Context: an optimization exercise on an open-source flow, tuned for small area, a short achievable clock period and few clock cycles per item. The choices shown serve that exercise and are no tape-out recipe.
In this exercise RTL edits were held to simulation tests only and were not proved equivalent to the original.
Power and IR drop assume default switching activity.

$ cat flow/flow/run.sh
#!/bin/bash
set -euo pipefail
sed -e "s/SETUP_SLACK_MARGIN=[0-9.]*/SETUP_SLACK_MARGIN=5.5/" \
    -e 's/"${@:-finish}"/"BUFFER_PORTS_ARGS=-buffer_cell sky130_fd_sc_hd__buf_2" "${@:-finish}"/' \
    standard.sh > standard_tight.sh
bash standard_tight.sh > standard.log 2>&1
$ cat flow/standard.sh
#!/bin/bash
# synth_recipe.tcl (not shown) runs the flow's synth.tcl, then flattens the netlist and writes it again
# the make line also repeats each setting of config.mk as NAME=value (left out here)
make -C /OpenROAD-flow-scripts/flow DESIGN_CONFIG=/design/flow/config.mk WORK_HOME=/design/flow/orfs CLKGATE_MAP_FILE= SYNTH_SCRIPT=/design/flow/synth_recipe.tcl "${@:-finish}"
$ cat flow/constraint.sdc
create_clock -name core_clock -period 10.0 [get_ports {clk}]
set_input_delay 2.0000 -clock core_clock [delete_from_list [all_inputs] [get_ports {clk}]]
set_output_delay 2.0000 -clock core_clock [all_outputs]
set_load 0.01 [all_outputs]
$ cat flow/config.mk
export PLATFORM = sky130hd
export DESIGN_NAME = cpu_top
export DESIGN_NICKNAME = cpu_top
export VERILOG_FILES = /design/flow/design.v
export SDC_FILE = /design/flow/constraint.sdc
export NUM_CORES = 4
export LEC_CHECK = 0
export CAP_MARGIN = 20
export CORE_MARGIN = 2
export CORE_UTILIZATION = 50
export CTS_CLUSTER_DIAMETER = 100
export CTS_CLUSTER_SIZE = 20
export SETUP_SLACK_MARGIN = 5
export SLEW_MARGIN = 20
export TNS_END_PERCENT = 100
$ cat flow/design.v
package cpu_pkg;
   typedef logic [31:0] word_t;
   typedef logic [4:0]  reg_idx_t;
   typedef struct packed {
      word_t addr;
      word_t wdata;
      logic  we;
   } mem_req_t;
   typedef struct packed {
      logic     valid;
      word_t    pc;
      reg_idx_t rd;
      word_t    wdata;
   } retire_t;
endpackage
module alu
(
   input  logic [31:0] a_i,
   input  logic [31:0] b_i,
   input  logic        sub_i,      
   input  logic        uns_i,      
   input  logic        sh_right_i,
   input  logic        sh_arith_i,
   input  logic [2:0]  sel_i,      
   output logic [31:0] sum_o,
   output logic        lt_o,
   output logic        eq_o,
   output logic [31:0] res_o
);
   logic [32:0] s;
   logic [31:0] bx;
   logic [31:0] sh_in;
   logic [32:0] sh_ext;
   logic [31:0] sh_out;
   logic [31:0] sh_res;
   assign bx    = sub_i ? ~b_i : b_i;
   assign s     = {1'b0, a_i} + {1'b0, bx} + {32'd0, sub_i};
   assign sum_o = s[31:0];
   assign eq_o  = (a_i == b_i);
   assign lt_o  = uns_i ? ~s[32] : ((a_i[31] ^ b_i[31]) ? a_i[31] : s[31]);
   always_comb begin
      for (int i = 0; i < 32; i++) sh_in[i] = sh_right_i ? a_i[i] : a_i[31 - i];
   end
   assign sh_ext = {sh_arith_i & a_i[31], sh_in};
   assign sh_out = 32'($signed(sh_ext) >>> b_i[4:0]);
   always_comb begin
      for (int i = 0; i < 32; i++) sh_res[i] = sh_right_i ? sh_out[i] : sh_out[31 - i];
   end
   always_comb begin
      case (sel_i)
         3'd0:    res_o = s[31:0];
         3'd1:    res_o = {31'd0, lt_o};
         3'd2:    res_o = a_i ^ b_i;
         3'd3:    res_o = a_i | b_i;
         3'd4:    res_o = a_i & b_i;
         default: res_o = sh_res;
      endcase
   end
endmodule
module reg_file
(
   input  logic        clk,
   input  logic [4:0]  rs1_i,
   input  logic [4:0]  rs2_i,
   input  logic        we_i,
   input  logic [4:0]  rd_i,
   input  logic [31:0] wdata_i,
   output logic [31:0] rdata1_o,
   output logic [31:0] rdata2_o
);
   logic [31:0] regs [1:31];
   always_ff @(posedge clk) begin
      for (int i = 1; i < 32; i++) begin
         if (we_i && rd_i == 5'(i)) regs[i] <= wdata_i;
      end
   end
   always_comb begin
      rdata1_o = '0;
      rdata2_o = '0;
      for (int i = 1; i < 32; i++) begin
         rdata1_o = rdata1_o | ({32{rs1_i == 5'(i)}} & regs[i]);
         rdata2_o = rdata2_o | ({32{rs2_i == 5'(i)}} & regs[i]);
      end
   end
endmodule
module cpu_top
(
   input  logic     clk,
   input  logic     reset,
   input  cpu_pkg::word_t    rdata_i,
   output cpu_pkg::mem_req_t mem_o,
   output cpu_pkg::retire_t  retire_o
);
   logic [31:0] pc_f;        
   logic [31:0] pa_q;        
   logic        e_v;         
   logic [31:0] e_pc;
   logic [4:0]  e_rd;        
   logic [31:0] a_q;         
   logic [31:0] b_q;         
   logic [11:0] i_q;         
   logic [31:0] t_q;         
   logic        la, lb;      
   logic        e_imm;       
   logic        e_t;         
   logic        e_sub, e_uns, e_shr, e_sha;
   logic [2:0]  e_sel;
   logic        e_br, e_jalr, e_lw, e_sw, e_pred;
   logic [2:0]  e_f3;
   logic        m_act;       
   logic        m_we;
   logic        w_v;
   logic [31:0] w_pc;
   logic [4:0]  w_rd;
   logic        w_we;        
   logic [31:0] res_q;       
   logic [31:0] ins;
   logic [4:0]  op;
   logic [2:0]  f3;
   logic        is_lui, is_auipc, is_jal, is_jalr, is_br, is_lw, is_sw, is_opi, is_op;
   logic        wr;
   logic [31:0] imm_u, imm_bj;
   logic [31:0] rf1, rf2;
   logic [31:0] pc4_f, tsum;
   logic        pred;
   logic        rf_we;
   logic [4:0]  rf_wa;
   logic [31:0] rf_wd;
   assign ins = rdata_i;
   assign op  = ins[6:2];
   assign f3  = ins[14:12];
   assign is_jal   = op[1];
   assign is_jalr  = op[4] & op[0] & ~op[1];
   assign is_br    = op[4] & ~op[0];
   assign is_lui   = op[2] & op[0] & op[3];
   assign is_auipc = op[2] & op[0] & ~op[3];
   assign is_lw    = ~op[4] & ~op[3] & ~op[2];
   assign is_sw    = ~op[4] & op[3] & ~op[2];
   assign is_opi   = op[2] & ~op[0] & ~op[3];
   assign is_op    = op[2] & ~op[0] & op[3];
   assign wr       = ~(op[3] & ~op[2] & ~op[0]) & (ins[11:7] != 5'd0);
   assign imm_u  = {ins[31:12], 12'd0};
   assign imm_bj = is_auipc ? imm_u :
                   is_jal   ? {{11{ins[31]}}, ins[31], ins[19:12], ins[20], ins[30:21], 1'b0} :
                              {{19{ins[31]}}, ins[31], ins[7], ins[30:25], ins[11:8], 1'b0};
   reg_file i_reg_file (
      .clk      (clk),
      .rs1_i    (ins[19:15]),
      .rs2_i    (ins[24:20]),
      .we_i     (rf_we),
      .rd_i     (rf_wa),
      .wdata_i  (rf_wd),
      .rdata1_o (rf1),
      .rdata2_o (rf2)
   );
   assign pc4_f = pc_f + 32'd4;
   assign tsum  = pc_f + imm_bj;
   assign pred  = is_jal | (is_br & ins[31]);
   logic [31:0] opa, opb, alu_b;
   logic [31:0] sum, alu_res, e_res;
   logic        lt, eq, taken, redir;
   logic [31:0] rtarget;
   logic        e_go, e_mem;
   logic        dep_a, dep_b, hit_a, hit_b;
   assign e_go  = e_v & ~m_act;
   assign e_mem = e_lw | e_sw;
   assign opa   = a_q;
   assign opb   = b_q;
   assign alu_b = e_imm ? {{20{i_q[11]}}, i_q} : opb;
   alu i_alu (
      .a_i        (opa),
      .b_i        (alu_b),
      .sub_i      (e_sub),
      .uns_i      (e_uns),
      .sh_right_i (e_shr),
      .sh_arith_i (e_sha),
      .sel_i      (e_sel),
      .sum_o      (sum),
      .lt_o       (lt),
      .eq_o       (eq),
      .res_o      (alu_res)
   );
   logic        br_eq, br_lt;
   assign br_eq   = (opa == opb);
   assign br_lt   = ({~e_f3[1] ^ opa[31], opa[30:0]} < {~e_f3[1] ^ opb[31], opb[30:0]});
   assign taken   = e_f3[2] ? (br_lt ^ e_f3[0]) : (br_eq ^ e_f3[0]);
   assign redir   = e_go & (e_jalr | (e_br & (taken ^ e_pred)));
   assign rtarget = e_jalr ? {sum[31:1], 1'b0} : t_q;
   assign e_res   = e_t ? t_q : alu_res;
   assign dep_a = (ins[19:15] == e_rd) & (e_rd != 5'd0) & e_v;
   assign dep_b = (ins[24:20] == e_rd) & (e_rd != 5'd0) & e_v;
   assign hit_a = dep_a & ~e_lw;
   assign hit_b = dep_b & ~e_lw;
   assign rf_we = m_act ? (~m_we & w_we) : (e_go & ~e_mem & (e_rd != 5'd0));
   assign rf_wa = m_act ? w_rd : e_rd;
   assign rf_wd = m_act ? rdata_i : e_res;
   always_ff @(posedge clk) begin
      if (!reset) begin
         pc_f  <= 32'h0000_0000;
         pa_q  <= 32'h0000_0000;
         e_v   <= 1'b0;
         m_act <= 1'b0;
         m_we  <= 1'b0;
         w_v   <= 1'b0;
      end else begin
         if (m_act) begin
            m_act <= 1'b0;
            m_we  <= 1'b0;
            w_v   <= 1'b1;
            pa_q  <= pc_f;
         end else begin
            if (redir)     pc_f <= rtarget;
            else if (pred) pc_f <= tsum;
            else           pc_f <= pc4_f;
            if (e_v & e_mem) pa_q <= sum;
            else if (redir)  pa_q <= rtarget;
            else if (pred)   pa_q <= tsum;
            else             pa_q <= pc4_f;
            e_v   <= ~redir;
            m_act <= e_v & e_mem;
            m_we  <= e_v & e_sw;
            w_v   <= e_v & ~e_mem;
         end
      end
   end
   always_ff @(posedge clk) begin
      if (m_act) begin
         if (!m_we) res_q <= rdata_i;
         if (la) a_q <= rdata_i;
         if (lb) b_q <= rdata_i;
      end else begin
         e_pc   <= pc_f;
         e_rd   <= wr ? ins[11:7] : 5'd0;
         a_q    <= hit_a ? e_res : rf1;
         b_q    <= hit_b ? e_res : rf2;
         i_q    <= is_sw ? {ins[31:25], ins[11:7]} : ins[31:20];
         t_q    <= (is_jal | is_jalr | pred) ? pc4_f : is_lui ? imm_u : tsum;
         la     <= dep_a & e_lw;
         lb     <= dep_b & e_lw;
         e_imm  <= ~is_op & ~is_br;
         e_t    <= is_lui | is_auipc | is_jal | is_jalr;
         e_sub  <= is_br | ((is_op | is_opi) & (f3 == 3'b010 || f3 == 3'b011)) | (is_op & f3 == 3'b000 & ins[30]);
         e_uns  <= is_br ? f3[1] : f3[0];
         e_shr  <= f3[2];
         e_sha  <= ins[30];
         e_sel  <= (is_op | is_opi) ? (f3 == 3'b010 || f3 == 3'b011) ? 3'd1 :
                                      (f3 == 3'b100) ? 3'd2 :
                                      (f3 == 3'b110) ? 3'd3 :
                                      (f3 == 3'b111) ? 3'd4 :
                                      (f3 == 3'b000) ? 3'd0 : 3'd5
                                    : 3'd0;
         e_br   <= is_br;
         e_jalr <= is_jalr;
         e_lw   <= is_lw;
         e_sw   <= is_sw;
         e_pred <= pred;
         e_f3   <= f3;
         if (e_v) begin
            res_q  <= e_sw ? opb : e_res;
            w_pc   <= e_pc;
            w_rd   <= e_rd;
            w_we   <= e_rd != 5'd0;
         end
      end
   end
   assign mem_o.addr  = pa_q;
   assign mem_o.wdata = res_q;
   assign mem_o.we    = m_we;
   assign retire_o.valid = w_v;
   assign retire_o.pc    = w_pc;
   assign retire_o.rd    = w_rd;
   assign retire_o.wdata = w_we ? res_q : 32'd0;
endmodule
==> impl_metrics.env, run 1 <==
export IMPL_timing_setup_tns_ns=0
export IMPL_run_status="finished clean"
export IMPL_drive_gt1_frac=0.198
export IMPL_maxSlewViolCount=0
export IMPL_fillers=10300
export IMPL_cts_sinks=1292
export IMPL_die_w_um=363
export IMPL_synth_area_um2=64400
export IMPL_portBuffers=168
export IMPL_final_period_minus_worst_setup_slack_ns=4.68
export IMPL_ant_nets=0
export IMPL_clkTransAtPathRegs_ns=0.10
export IMPL_drc=0
export IMPL_grt_overflow=0
export IMPL_critPathBufInv=2
export IMPL_worstPathMaxFanout=22
export IMPL_post_route_util=0.582
export IMPL_cts_hold_buffers=0
export IMPL_syn2layout_area_growth_pct=15.4
export IMPL_rsz0062_at_grt="yes"
export IMPL_hold_viol=0
export IMPL_grtUsageTotal=0.479
export IMPL_ios=169
export IMPL_power_density_nw_per_um2=214
export IMPL_firstDrtPassIters=11
export IMPL_cts_buffers=78
export IMPL_cp_required_ns=10.64
export IMPL_yosysWarnings=4
export IMPL_ys_top_cells_by_area="edfxtp_1 57%, a221oi_1 4.8%, a22o_1 4.7%"
export IMPL_synthArstFlopShare=0
export IMPL_grt_pass1_wl_mm=432
export IMPL_synthTopCellsByCount="1224 x edfxtp_1, 355 x a221oi_1, 344 x a22o_1"
export IMPL_postSynthAreaPerCell_um2=12.5
export IMPL_leakage_nw=25.4
export IMPL_fmax_mhz=214
export IMPL_synth_edf_count=1224
export IMPL_synth_fp_nets=5361
export IMPL_drv_cap=0
export IMPL_die_area_um2=132000
export IMPL_viasPerCell=8.11
export IMPL_dp_hpwl_mm=182
export IMPL_start_util=0.504
export IMPL_ir_worst_vdd_mv=0.175
export IMPL_wl_per_cell_um=45.6
export IMPL_post_route_period_util=0.468
export IMPL_die_y_um=363
export IMPL_htree_levels=3
export IMPL_end_kind="flop"
export IMPL_tightest_slew_ns=1.24
export IMPL_netlist_instances=5168
export IMPL_critPathSlowestCell="buf_4"
export IMPL_synth_seq_cells=1292
export IMPL_drtIter0Drc=12000
export IMPL_hold_ws_ns=0.417
export IMPL_finalClockSkew_ns=0.106
export IMPL_dominantRegCellSynth="edfxtp_1"
export IMPL_arrival_ns=5.32
export IMPL_place_congestion=1.03
export IMPL_regArea_um2=38100
export IMPL_grt_max_degree=143
export IMPL_max_stage_delay_ns=0.68
export IMPL_yosysMostFrequentCell="edfxtp_1"
export IMPL_synth_largest_area_cell="edfxtp_1"
export IMPL_ys_seq_area_frac=0.592
export IMPL_slew_headroom=0.174
export IMPL_hold_path_class="flop to flop"
export IMPL_layout_nets=5589
export IMPL_core_area_um2=128000
export IMPL_cts_tree="yes"
export IMPL_cts_root_buffer_cell="clkbuf_16"
export IMPL_setup_worst_path_start="rdata_i[23]"
export IMPL_clk_latency_ns=0.78
export IMPL_hold_start="e_pc[27]"
export IMPL_antenna_found_initial=17
export IMPL_crit_chain="clkbuf_4 > or2_2 > nor2_4 > buf_4 > a222oi_1 > nand4_1 > nor3_1 > a211oi_1 > a21o_1"
export IMPL_vias=57500
export IMPL_worst_setup_path_type="input pin to flop"
export IMPL_cpLargestDelayFamily="simple AND/OR/NAND/NOR gates"
export IMPL_row_count=131
export IMPL_regToRegStartpoint="e_imm"
export IMPL_grt_pass1_vias=52400
export IMPL_multi_input_comb_area_um2=27300
export IMPL_setup_violations=0
export IMPL_critPathLaunchType="input pin"
export IMPL_postRouteWirelength_mm=324
export IMPL_clock_path_buffers=3
export IMPL_synth_top_cell_area_share=0.571
export IMPL_synth_cell_type_count=87
-- metrics by stage --
stage / setup WS, ns / instance area [um2] / power [mW] / instances
final: 5.32 / 74300 / 15.9 / 7090
after global routing: 5.34 / 74200 / 16.2 / 7083
after CTS: 5.37 / 72400 / 15.2 / 7003
after detailed placement: 3.54 / 68400 / 11.6 / 6804
after global placement: 3.60 / 68400 / 11.5 / 6803
after floorplan: 4.99 / 64800 / 9.65 / 5168
-- final cells by class --
type                       instances  area share
timing repair buffer             502      0.0518
timing repair inverter             1   0.0000674
clock inverter                    16     0.00426
sequential                      1292       0.513
multi-input combinational       3374       0.368
clock buffer                      89      0.0268
tap                             1662      0.0280
inverter                         147     0.00762
antenna                            7    0.000236
-- layer usage --
layer  routed length [um]  global-route usage  vias up
li1                     -                   -    21500
met1               104000               0.568    27700
met2               129000               0.676     6227
met3                52900               0.200     1996
met4                36800               0.392       24
met5                  413              0.0152        -
-- flip-flops by register name, indices dropped and copies added (netlist names), 5 cells and up --
| name | cells |
|---|---|
| a_q | 32 |
| w_rd | 5 |
| w_pc | 32 |
| e_rd | 5 |
| res_q | 32 |
| i_q | 12 |
| pc_f | 32 |
| e_pc | 32 |
| pa_q | 32 |
| t_q | 32 |
| i_reg_file.regs | 992 |
| b_q | 32 |
-- cell usage in the layout, fill, tap and decap left out, types with 123 or more instances in the layout --
cell type,n
nor2_1,167
a22o_1,344
a21oi_1,139
o21ai_0,142
edfxtp_1,1224
inv_1,139
a221oi_1,350
nand2_1,256
nand4_1,134
buf_4,285
buf_2,157
ha_1,133
mux2i_1,123
a22oi_1,229
-- repair_timing --
action	in CTS	in global routing
setup buffers	76	76
endpoints found under the setup margin	1163	1423
gates resized for setup	172	216
pin swaps	62	85
gates cloned	18	4
-- power breakdown --
part | switching (mW) | internal, mW
registers | 0.477 | 6.81
clock network | 1.92 | 1.51
logic | 3.39 | 1.78
total | 5.78 | 10.1
-- final timing paths --
| path | endpoint | slack [ns] | cells after the start |
|---|---|---|---|
| setup / recovery | b_q[21] | 5.32 | 9 |
| setup reg to reg | res_q[23] | 5.41 | 18 |
| hold reg to reg | w_pc[27] | 0.42 | 0 |
| hold / removal | w_pc[27] | 0.42 | 0 |
-- worst reg2reg max path, cell delays in order, from the launching register on --
cell	delay (ns)
edfxtp_1	0.46
buf_6	0.17
buf_12	0.13
mux2i_4	0.18
buf_12	0.16
xnor2_1	0.12
ha_1	0.37
a21oi_2	0.20
o21ai_2	0.09
a211oi_4	0.41
o31ai_4	0.10
buf_12	0.16
a311oi_4	0.43
buf_4	0.18
nor3b_1	0.07
nor3b_2	0.26
o22ai_4	0.21
mux2_4	0.34
o21ai_2	0.32
-- kinds of logic (layout without fill, tap and decap cells) --
kind of cell / after synthesis / count (layout) / share of synthesized area
AOI/OAI and AO/OA: 1795 / 1809 / 0.212
DFF: 1292 / 1292 / 0.592
muxes: 187 / 187 / 0.0337
and+or+nand+nor: 1093 / 1096 / 0.0830
other: 0 / 7 / 0
buffers and inverters: 519 / 755 / 0.0308
xor gates and xnor gates: 123 / 123 / 0.0167
adders and majority gates: 159 / 159 / 0.0311
Testbench counts, summed over its fixed seeds: cycles 26,962, instrs 21,612.
==> run 2: changes to the inputs <==
--- a/flow/design.v
+++ b/flow/design.v
@@ -98,10 +98,8 @@
    logic [4:0]  e_rd;        
    logic [31:0] a_q;         
    logic [31:0] b_q;         
-   logic [11:0] i_q;         
    logic [31:0] t_q;         
-   logic        la, lb;      
-   logic        e_imm;       
+   logic        la, lb, ls;  
    logic        e_t;         
    logic        e_sub, e_uns, e_shr, e_sha;
    logic [2:0]  e_sel;
@@ -156,20 +154,21 @@
    assign pc4_f = pc_f + 32'd4;
    assign tsum  = pc_f + imm_bj;
    assign pred  = is_jal | (is_br & ins[31]);
-   logic [31:0] opa, opb, alu_b;
+   logic [31:0] opa, opb;
    logic [31:0] sum, alu_res, e_res;
    logic        lt, eq, taken, redir;
    logic [31:0] rtarget;
    logic        e_go, e_mem;
    logic        dep_a, dep_b, hit_a, hit_b;
+   logic        use_rs2;
+   logic [31:0] imm_is;
    assign e_go  = e_v & ~m_act;
    assign e_mem = e_lw | e_sw;
    assign opa   = a_q;
    assign opb   = b_q;
-   assign alu_b = e_imm ? {{20{i_q[11]}}, i_q} : opb;
    alu i_alu (
       .a_i        (opa),
-      .b_i        (alu_b),
+      .b_i        (opb),
       .sub_i      (e_sub),
       .uns_i      (e_uns),
       .sh_right_i (e_shr),
@@ -191,6 +190,8 @@
    assign dep_b = (ins[24:20] == e_rd) & (e_rd != 5'd0) & e_v;
    assign hit_a = dep_a & ~e_lw;
    assign hit_b = dep_b & ~e_lw;
+   assign use_rs2 = is_op | is_br;
+   assign imm_is  = is_sw ? {{20{ins[31]}}, ins[31:25], ins[11:7]} : {{20{ins[31]}}, ins[31:20]};
    assign rf_we = m_act ? (~m_we & w_we) : (e_go & ~e_mem & (e_rd != 5'd0));
    assign rf_wa = m_act ? w_rd : e_rd;
    assign rf_wd = m_act ? rdata_i : e_res;
@@ -228,16 +229,16 @@
          if (!m_we) res_q <= rdata_i;
          if (la) a_q <= rdata_i;
          if (lb) b_q <= rdata_i;
+         if (ls) t_q <= rdata_i;
       end else begin
          e_pc   <= pc_f;
          e_rd   <= wr ? ins[11:7] : 5'd0;
          a_q    <= hit_a ? e_res : rf1;
-         b_q    <= hit_b ? e_res : rf2;
-         i_q    <= is_sw ? {ins[31:25], ins[11:7]} : ins[31:20];
-         t_q    <= (is_jal | is_jalr | pred) ? pc4_f : is_lui ? imm_u : tsum;
+         b_q    <= use_rs2 ? (hit_b ? e_res : rf2) : imm_is;
+         t_q    <= is_sw ? (hit_b ? e_res : rf2) : (is_jal | is_jalr | pred) ? pc4_f : is_lui ? imm_u : tsum;
          la     <= dep_a & e_lw;
-         lb     <= dep_b & e_lw;
-         e_imm  <= ~is_op & ~is_br;
+         lb     <= dep_b & e_lw & use_rs2;
+         ls     <= dep_b & e_lw & is_sw;
          e_t    <= is_lui | is_auipc | is_jal | is_jalr;
          e_sub  <= is_br | ((is_op | is_opi) & (f3 == 3'b010 || f3 == 3'b011)) | (is_op & f3 == 3'b000 & ins[30]);
          e_uns  <= is_br ? f3[1] : f3[0];
@@ -256,7 +257,7 @@
          e_pred <= pred;
          e_f3   <= f3;
          if (e_v) begin
-            res_q  <= e_sw ? opb : e_res;
+            res_q  <= e_sw ? t_q : e_res;
             w_pc   <= e_pc;
             w_rd   <= e_rd;
             w_we   <= e_rd != 5'd0;
==> flow/flow/run.sh (replaced) <==
#!/bin/bash
set -euo pipefail
sed "s/SETUP_SLACK_MARGIN=[0-9.]*/SETUP_SLACK_MARGIN=5.5/" standard.sh > standard_tight.sh
bash standard_tight.sh > standard.log 2>&1
--- a/flow/config.mk
+++ b/flow/config.mk
@@ -7,7 +7,7 @@
 export LEC_CHECK = 0
 export CAP_MARGIN = 20
 export CORE_MARGIN = 2
-export CORE_UTILIZATION = 50
+export CORE_UTILIZATION = 45
 export CTS_CLUSTER_DIAMETER = 100
 export CTS_CLUSTER_SIZE = 20
 export SETUP_SLACK_MARGIN = 5
==> run 2 against run 1 <==
  * Still clean
  * Register-to-register slack worse by 0.02 ns
  * Via count is 10% higher
  * Synthesized area is 3.9% higher
  * Global-route usage is 1.7 points lower
  * Sequential power is 2% lower
  * First-iteration DRC count is 22% higher
  * Combinational power is 13% higher
  * Die area is 15% higher
  * Critical endpoint is now t_q[21]
  * Largest power group unchanged
==> impl_metrics.env, run 2 <==
export IMPL_fmax_mhz=214
export IMPL_setup_violations=0
export IMPL_end_kind="flop"
export IMPL_grt_pass1_vias=57800
export IMPL_place_congestion=1.06
export IMPL_synth_top_family_by_area="compound AO/OA/AOI/OAI gates"
export IMPL_die_area_um2=152000
export IMPL_leakage_nw=27.2
export IMPL_portBuffers=168
export IMPL_fillers=12500
export IMPL_ys_seq_area_frac=0.565
export IMPL_netlist_instances=5785
export IMPL_timing_setup_tns_ns=0
export IMPL_hold_start="e_pc[21]"
export IMPL_cts_sinks=1281
export IMPL_synth_top_cell_area_share=0.545
export IMPL_dp_hpwl_mm=213
export IMPL_synth_edf_count=1213
export IMPL_wl_per_cell_um=45.0
export IMPL_postRouteWirelength_mm=362
export IMPL_arrival_ns=5.22
export IMPL_cp_required_ns=10.55
export IMPL_ir_worst_vdd_mv=0.165
export IMPL_power_density_nw_per_um2=208
export IMPL_drive_gt1_frac=0.180
export IMPL_ios=169
export IMPL_synth_seq_cells=1281
export IMPL_synth_largest_area_cell="edfxtp_1"
export IMPL_grtUsageTotal=0.462
export IMPL_largest_reg_flops=992
export IMPL_cts_tree="yes"
export IMPL_hold_path_class="flop to flop"
export IMPL_yosysWarnings=4
export IMPL_cts_root_buffer_cell="clkbuf_16"
export IMPL_ant_nets=0
export IMPL_drtIter0Drc=14600
export IMPL_setup_worst_path_start="rdata_i[24]"
export IMPL_synthArstFlopShare=0
export IMPL_antenna_found_initial=21
export IMPL_synth_simple_area_share=0.112
export IMPL_synth_area_um2=66800
export IMPL_synth_mux_area_frac=0.0335
export IMPL_dominantRegCellSynth="edfxtp_1"
export IMPL_final_cell_mix="1213 x edfxtp_1, 875 x a22oi_1, 485 x nand2_1, 360 x buf_4, 232 x nor2_1"
export IMPL_drc=0
export IMPL_die_y_um=389
export IMPL_vias=63500
export IMPL_syn2layout_area_growth_pct=18.1
export IMPL_core_area_um2=148000
export IMPL_critPathSlowestCell="o211ai_1"
export IMPL_worstPathMaxFanout=8
export IMPL_maxSlewViolCount=0
export IMPL_yosysMostFrequentCell="edfxtp_1"
export IMPL_clk_latency_ns=0.79
export IMPL_rsz0062_at_grt="yes"
export IMPL_synth_compound_area_frac=0.213
export IMPL_synthTopCellsByCount="1213 x edfxtp_1, 875 x a22oi_1, 497 x nand2_1"
export IMPL_synth_fp_nets=5978
export IMPL_post_route_util=0.534
export IMPL_synth_cell_type_count=96
export IMPL_finalClockSkew_ns=0.0539
export IMPL_drv_cap=0
export IMPL_p_total_mw=16.4
export IMPL_start_util=0.453
export IMPL_post_route_period_util=0.467
export IMPL_clock_path_buffers=3
export IMPL_ys_top_cells_by_area="edfxtp_1 54%, a22oi_1 9.8%, ha_1 2.9%"
export IMPL_largest_register="i_reg_file.regs"
export IMPL_viasPerCell=7.88
export IMPL_final_period_minus_worst_setup_slack_ns=4.67
export IMPL_tightest_slew_ns=1.30
export IMPL_slew_headroom=0.131
export IMPL_postSynthAreaPerCell_um2=11.6
export IMPL_cp_common_cell="buf_4"
export IMPL_crit_chain="dlygate4sd2_1 > buf_12 > buf_4 > nand2b_4 > buf_12 > nor2_4 > buf_4 > buf_4 > a22oi_1 > nand3_1 > nor2_2 > nand2_2 > a21oi_4 > o211ai_1 > a22o_1"
export IMPL_firstDrtPassIters=13
export IMPL_row_count=141
export IMPL_synth_adder_area_share=0.0300
export IMPL_regToRegStartpoint="e_sub"
export IMPL_clkTransAtPathRegs_ns=0.10
export IMPL_die_w_um=389
export IMPL_critPathLaunchType="input pin"
export IMPL_max_stage_delay_ns=0.47
export IMPL_grt_max_degree=63
export IMPL_grt_overflow=0
export IMPL_worst_setup_path_type="input pin to flop"
export IMPL_layout_nets=6276
export IMPL_cts_buffers=77
export IMPL_run_status="finished clean"
export IMPL_grt_pass1_wl_mm=481
export IMPL_final_common_cell="edfxtp_1"
export IMPL_cts_hold_buffers=0
export IMPL_synth_xor_area_share=0.0142
export IMPL_htree_levels=3
export IMPL_hold_viol=0
-- run 2: changes by cell type after synthesis, sizes merged, moves of 33 or more --
cell / delta
a22oi: +645
a22o: -318
a221oi: -303
nand2: +230
nor2: +80
a21oi: +70
mux2i: -67
nor3: +43
and3: +35
xnor2: -35
buf: +33
-- run 2: worst paths after layout --
check | slack [ns] | depth (start not counted) | to
setup / recovery | 5.33 | 15 | t_q[21]
hold / removal | 0.42 | 0 | w_pc[21]
setup reg to reg | 5.39 | 14 | res_q[28]
hold reg to reg | 0.42 | 0 | w_pc[21]
-- run 2: layout make-up --
type                            count  area (um2)  share of cell area
Tap cell                         1930        2410              0.0306
Clock buffer                       89        1980              0.0251
Multi-Input combinational cell   3961       29700               0.377
Inverter                          131         507             0.00642
Sequential cell                  1281       37800               0.479
Antenna cell                       17        42.5            0.000539
Clock inverter                     16         254             0.00322
Timing Repair Buffer              631        6180              0.0783
-- run 2: logic make-up (layout without fill, tap and decap cells) --
logic type,count (synthesis),count (layout)
buffers and inverters,552,867
AO/OA/AOI/OAI,1985,1993
other,0,17
adder cells (fa/ha/maj),159,159
flip-flops,1281,1281
multiplexers,157,157
XOR/XNOR,108,108
AND/OR/NAND/NOR,1543,1544
-- run 2: metrics by stage --
stage               std cells  setup WS, ns  hold WS [ns]  instance area, um2
finish                   8056          5.33         0.423               78900
global route             8040          5.36         0.429               78900
CTS                      7983          5.39         0.424               77300
detailed placement       7694          2.79         0.405               72100
global placement         7692          2.74         0.401               72100
floorplan                5785          5.02         0.400               67100
-- run 2: timing repair --
| action | CTS | global route |
|---|---|---|
| endpoints found under the setup margin | 1110 | 942 |
| resized for setup | 328 | 229 |
| pin swaps | 91 | 69 |
| cloned | 13 | 1 |
| buffers inserted | 171 | 53 |
-- run 2: worst max-delay path: cells and delay by family --
kind                   cells  cell delay (ns)
AO/OA/AOI/OAI              4             1.27
buffers and inverters      6             1.22
AND/OR/NAND/NOR            5             0.69
-- run 2: where the power goes --
part           total (mW)  internal (mW)  switching [mW]
logic                5.85           1.97            3.88
clock network        3.39           1.47            1.92
registers            7.16           6.71           0.453
total                16.4           10.2            6.25
-- run 2: routing by layer --
layer / up-vias / GRT usage / share of wire
li1: 23700 / - / -
met2: 7176 / 0.640 / 0.39
met4: 34 / 0.347 / 0.11
met1: 30300 / 0.539 / 0.32
met5: - / 0.0156 / 0.0017
met3: 2336 / 0.239 / 0.18
Testbench counts of run 2, summed over its fixed seeds: cycles 26,962, instrs 21,612.

-- what the ideal ports hide --
The flow's constraints put no driver on any port. The routed layouts listed below were extracted and timed again, unchanged, in two steps.
Step 1, drivers: a clkbuf_16 drives clk and a buf_2 each remaining input, both assumed.
Step 2, shift: input delay + t, output delay - t, t = (earliest + latest rising clock arrival at the registers) / 2. This alone moves slack from input paths to output paths.
Three values: no drivers, after step 1, after step 2; two values: the first two.
run | t, ns | setup WS [ns] | worst setup path after step 2 | worst data-port slew with drivers (ns)
run 1 | 0.806 | 5.319 / 5.374 / 4.568 | input to register | 0.08
run 2 | 0.836 | 5.334 / 5.391 / 4.558 | input to register | 0.08
After both steps every run listed still meets setup and hold. For run 2, which loses most, drivers alone change the setup slack by +0.057 ns; drivers and shift together by -0.776 ns.
